What follows belongs to an exercise in optimizing a design on an open flow for small area, a short achievable clock period and few clock cycles per item; a production flow would make more cautious choices. At most, simulation tests tie the RTL to the original design; equivalence was not proved. The clock port is modelled as an ideal driver; clocking choices that lean on that would not hold on a real chip.

==> module psd_datapath, before the edit <==
module psd_datapath #(
	parameter int SLOT_COUNT = psd_pkg::SLOT_COUNT_DEF
) (
	input  wire logic                          clk,
	input  wire logic                          arst_n,
	input  wire psd_pkg::psd_cmd_t             cmd,
	input  wire logic                          operation,
	input  wire logic [psd_pkg::PAGE_W-1:0]    page_id,
	output logic                               done,
	output logic [psd_pkg::STATUS_W-1:0]       status,
	output logic [psd_pkg::SLOT_W-1:0]         slot
);
	localparam int IDX_W = (SLOT_COUNT > 1) ? $clog2(SLOT_COUNT) : 1;
	logic [SLOT_COUNT-1:0]           valid_q;
	logic [psd_pkg::PAGE_W-1:0]      page_q [SLOT_COUNT];
	logic                            op_r;
	logic [psd_pkg::PAGE_W-1:0]      page_r;
	logic [SLOT_COUNT-1:0]           match_r;   
	logic                            same_r;    
	logic                            prev_present;
	logic [SLOT_COUNT-1:0]           prev_onehot;
	logic [SLOT_COUNT-1:0]           match;
	logic [SLOT_COUNT-1:0]           first_free;
	logic [SLOT_COUNT-1:0]           valid_hit;
	logic [SLOT_COUNT-1:0]           valid_miss;
	logic                            below_full;
	logic                            hit_any;
	logic                            free_any;
	logic [IDX_W-1:0]                cmp_idx;
	logic [IDX_W-1:0]                hit_idx;
	logic [IDX_W-1:0]                free_idx;
	logic [psd_pkg::STATUS_W-1:0]    status_d;
	logic [psd_pkg::SLOT_W-1:0]      slot_d;
	logic                            done_q;
	logic [psd_pkg::STATUS_W-1:0]    status_q;
	logic [psd_pkg::SLOT_W-1:0]      slot_q;
	always_ff @(posedge clk) begin
		op_r   <= operation;
		page_r <= page_id;
		same_r <= cmd.resolve && (page_id == page_r);
		for (int k = 0; k < SLOT_COUNT; k++) begin
			match_r[k] <= valid_q[k] && (page_q[k] == page_id);
		end
	end
	always_comb begin
		prev_present = (status_q == psd_pkg::ST_HIT) || (status_q == psd_pkg::ST_LOAD);
		for (int k = 0; k < SLOT_COUNT; k++) begin
			prev_onehot[k] = prev_present && (slot_q == psd_pkg::SLOT_W'(k));
		end
	end
	always_comb begin
		match   = same_r ? prev_onehot : match_r;
		hit_any = same_r ? prev_present : |match_r;
		cmp_idx = '0;
		for (int k = 0; k < SLOT_COUNT; k++) begin
			if (match_r[k]) begin
				cmp_idx = cmp_idx | IDX_W'(k);
			end
		end
		hit_idx  = same_r ? IDX_W'(slot_q) : cmp_idx;
		free_idx = '0;
		for (int k = SLOT_COUNT - 1; k >= 0; k--) begin
			if (!valid_q[k]) begin
				free_idx = IDX_W'(k);
			end
		end
		below_full = 1'b1;
		for (int k = 0; k < SLOT_COUNT; k++) begin
			first_free[k] = !valid_q[k] && below_full;
			below_full    = below_full && valid_q[k];
		end
		free_any = !(&valid_q);
	end
	always_comb begin
		status_d = psd_pkg::ST_ABSENT;
		slot_d   = '0;
		if (op_r == psd_pkg::OP_GET) begin
			if (hit_any) begin
				status_d = psd_pkg::ST_HIT;
				slot_d   = psd_pkg::SLOT_W'(hit_idx);
			end else if (free_any) begin
				status_d = psd_pkg::ST_LOAD;
				slot_d   = psd_pkg::SLOT_W'(free_idx);
			end else begin
				status_d = psd_pkg::ST_FULL;
			end
		end else begin
			if (hit_any) begin
				status_d = psd_pkg::ST_REMOVED;
				slot_d   = psd_pkg::SLOT_W'(hit_idx);
			end
		end
	end
	always_comb begin
		for (int k = 0; k < SLOT_COUNT; k++) begin
			valid_hit[k]  = valid_q[k] && !(cmd.resolve && (op_r == psd_pkg::OP_REMOVE) && match[k]);
			valid_miss[k] = valid_q[k] || (cmd.resolve && (op_r == psd_pkg::OP_GET) && first_free[k]);
		end
	end
	always_ff @(posedge clk or negedge arst_n) begin
		if (!arst_n) begin
			valid_q <= '0;
		end else begin
			valid_q <= hit_any ? valid_hit : valid_miss;
		end
	end
	always_ff @(posedge clk) begin
		for (int k = 0; k < SLOT_COUNT; k++) begin
			if (!valid_q[k]) begin
				page_q[k] <= page_r;
			end
		end
	end
	always_ff @(posedge clk or negedge arst_n) begin
		if (!arst_n) begin
			done_q <= 1'b0;
		end else begin
			done_q <= cmd.resolve;
		end
	end
	always_ff @(posedge clk) begin
		status_q <= status_d;
		slot_q   <= slot_d;
	end
	assign done   = done_q;
	assign status = status_q;
	assign slot   = slot_q;
endmodule
clock: 5.0 ns
lec_check: 0
cap_margin: 20
core_margin: 2
core_utilization: 65
place_density: 0.75
setup_slack_margin: 3.2
slew_margin: 20
standard.sh (not shown) runs the stock make flow with config.mk's settings and CLKGATE_MAP_FILE= SYNTH_SCRIPT=/design/flow/synth_recipe.tcl, a recipe that flattens the netlist after the stock synthesis.
==> flow/flow/run.sh <==
#!/bin/bash
set -euo pipefail
here=$(cd "$(dirname "$0")" && pwd)
args=("BUFFER_PORTS_ARGS=-buffer_cell sky130_fd_sc_hd__buf_4" "MATCH_CELL_FOOTPRINT=0")
export BUFFER_PORTS_ARGS="-buffer_cell sky130_fd_sc_hd__buf_4"
export MATCH_CELL_FOOTPRINT=0
if [[ -f "$here/cts_args" ]]; then
  export CTS_ARGS="$(tr '\n' ' ' < "$here/cts_args")"
  args+=("CTS_ARGS=$CTS_ARGS")
fi
bash standard.sh "${args[@]}" finish > flow_make.log 2>&1
==> flow/flow/cts_args <==
-sink_clustering_enable -repair_clock_nets -sink_clustering_size 44 -sink_clustering_max_diameter 60 -dont_use_dummy_load
The first run finished clean.
Testbench counts at the start, summed over its fixed seeds: cycles 16,016, items 16,000.
Then changed:
--- a/flow/design.v
+++ b/flow/design.v
@@ -62,4 +62,5 @@
 	localparam int IDX_W = (SLOT_COUNT > 1) ? $clog2(SLOT_COUNT) : 1;
 	logic [SLOT_COUNT-1:0]           valid_q;
+	logic [SLOT_COUNT-1:0]           free_q;    
 	logic [psd_pkg::PAGE_W-1:0]      page_q [SLOT_COUNT];
 	logic                            op_r;
@@ -155,8 +156,10 @@
 	end
 	always_ff @(posedge clk) begin
-		for (int k = 0; k < SLOT_COUNT; k++) begin
-			if (!valid_q[k]) begin
-				page_q[k] <= page_r;
-			end
+		free_q <= ~(hit_any ? valid_hit : valid_miss);
+	end
+	always_ff @(posedge clk) begin
+		for (int k = 0; k < SLOT_COUNT; k++) begin
+			page_q[k] <= (page_q[k] & {psd_pkg::PAGE_W{valid_q[k]}})
+			           | (page_r & {psd_pkg::PAGE_W{free_q[k]}});
 		end
 	end
Worst setup slack got worse by 0.013 ns. Final area is higher by about 4%. Maximum frequency is lower by about 0.65%. Flip-flop and latch count is higher by 16. Core utilization is higher by 0.85 points. Clock-buffer cell count is higher by 1. Via count is higher by 37%. Cell count is higher by 31%. Worst hold slack got worse by 0.018 ns. Critical path depth is unchanged.
Function not checked in the second run of this note: the RTL went through the layout flow alone.

## static timing again, ports no longer ideal
The flow's constraints put no driver on any port. The routed layouts listed below were extracted and timed again, unchanged, in two steps. Step 1: set_driving_cell puts a clkbuf_16 on clk and a buf_2 on each other input, an assumption about the parent block. Step 2, shift: input delay + t, output delay - t, t = (earliest + latest rising clock arrival at the registers) / 2. This alone moves slack from input paths to output paths. Slacks: ideal / step 1 / step 2; pairs: ideal / step 1.
| run | shift t [ns] | setup WS [ns] | worst setup path after step 2 | slew at the worst register clock pin (ns) | cell pins on the clock port's net |
|---|---|---|---|---|---|
| the first run | 0.589 | 2.967 / 2.910 / 2.555 | input to register | 0.09 / 0.09 | 1 |
| the second run | 0.609 | 2.953 / 2.900 / 2.521 | input to register | 0.10 / 0.10 | 1 |
After both steps setup and hold are still met in every run listed. For the second run, which loses most, drivers alone change the setup slack by -0.053 ns; drivers and shift together by -0.432 ns.
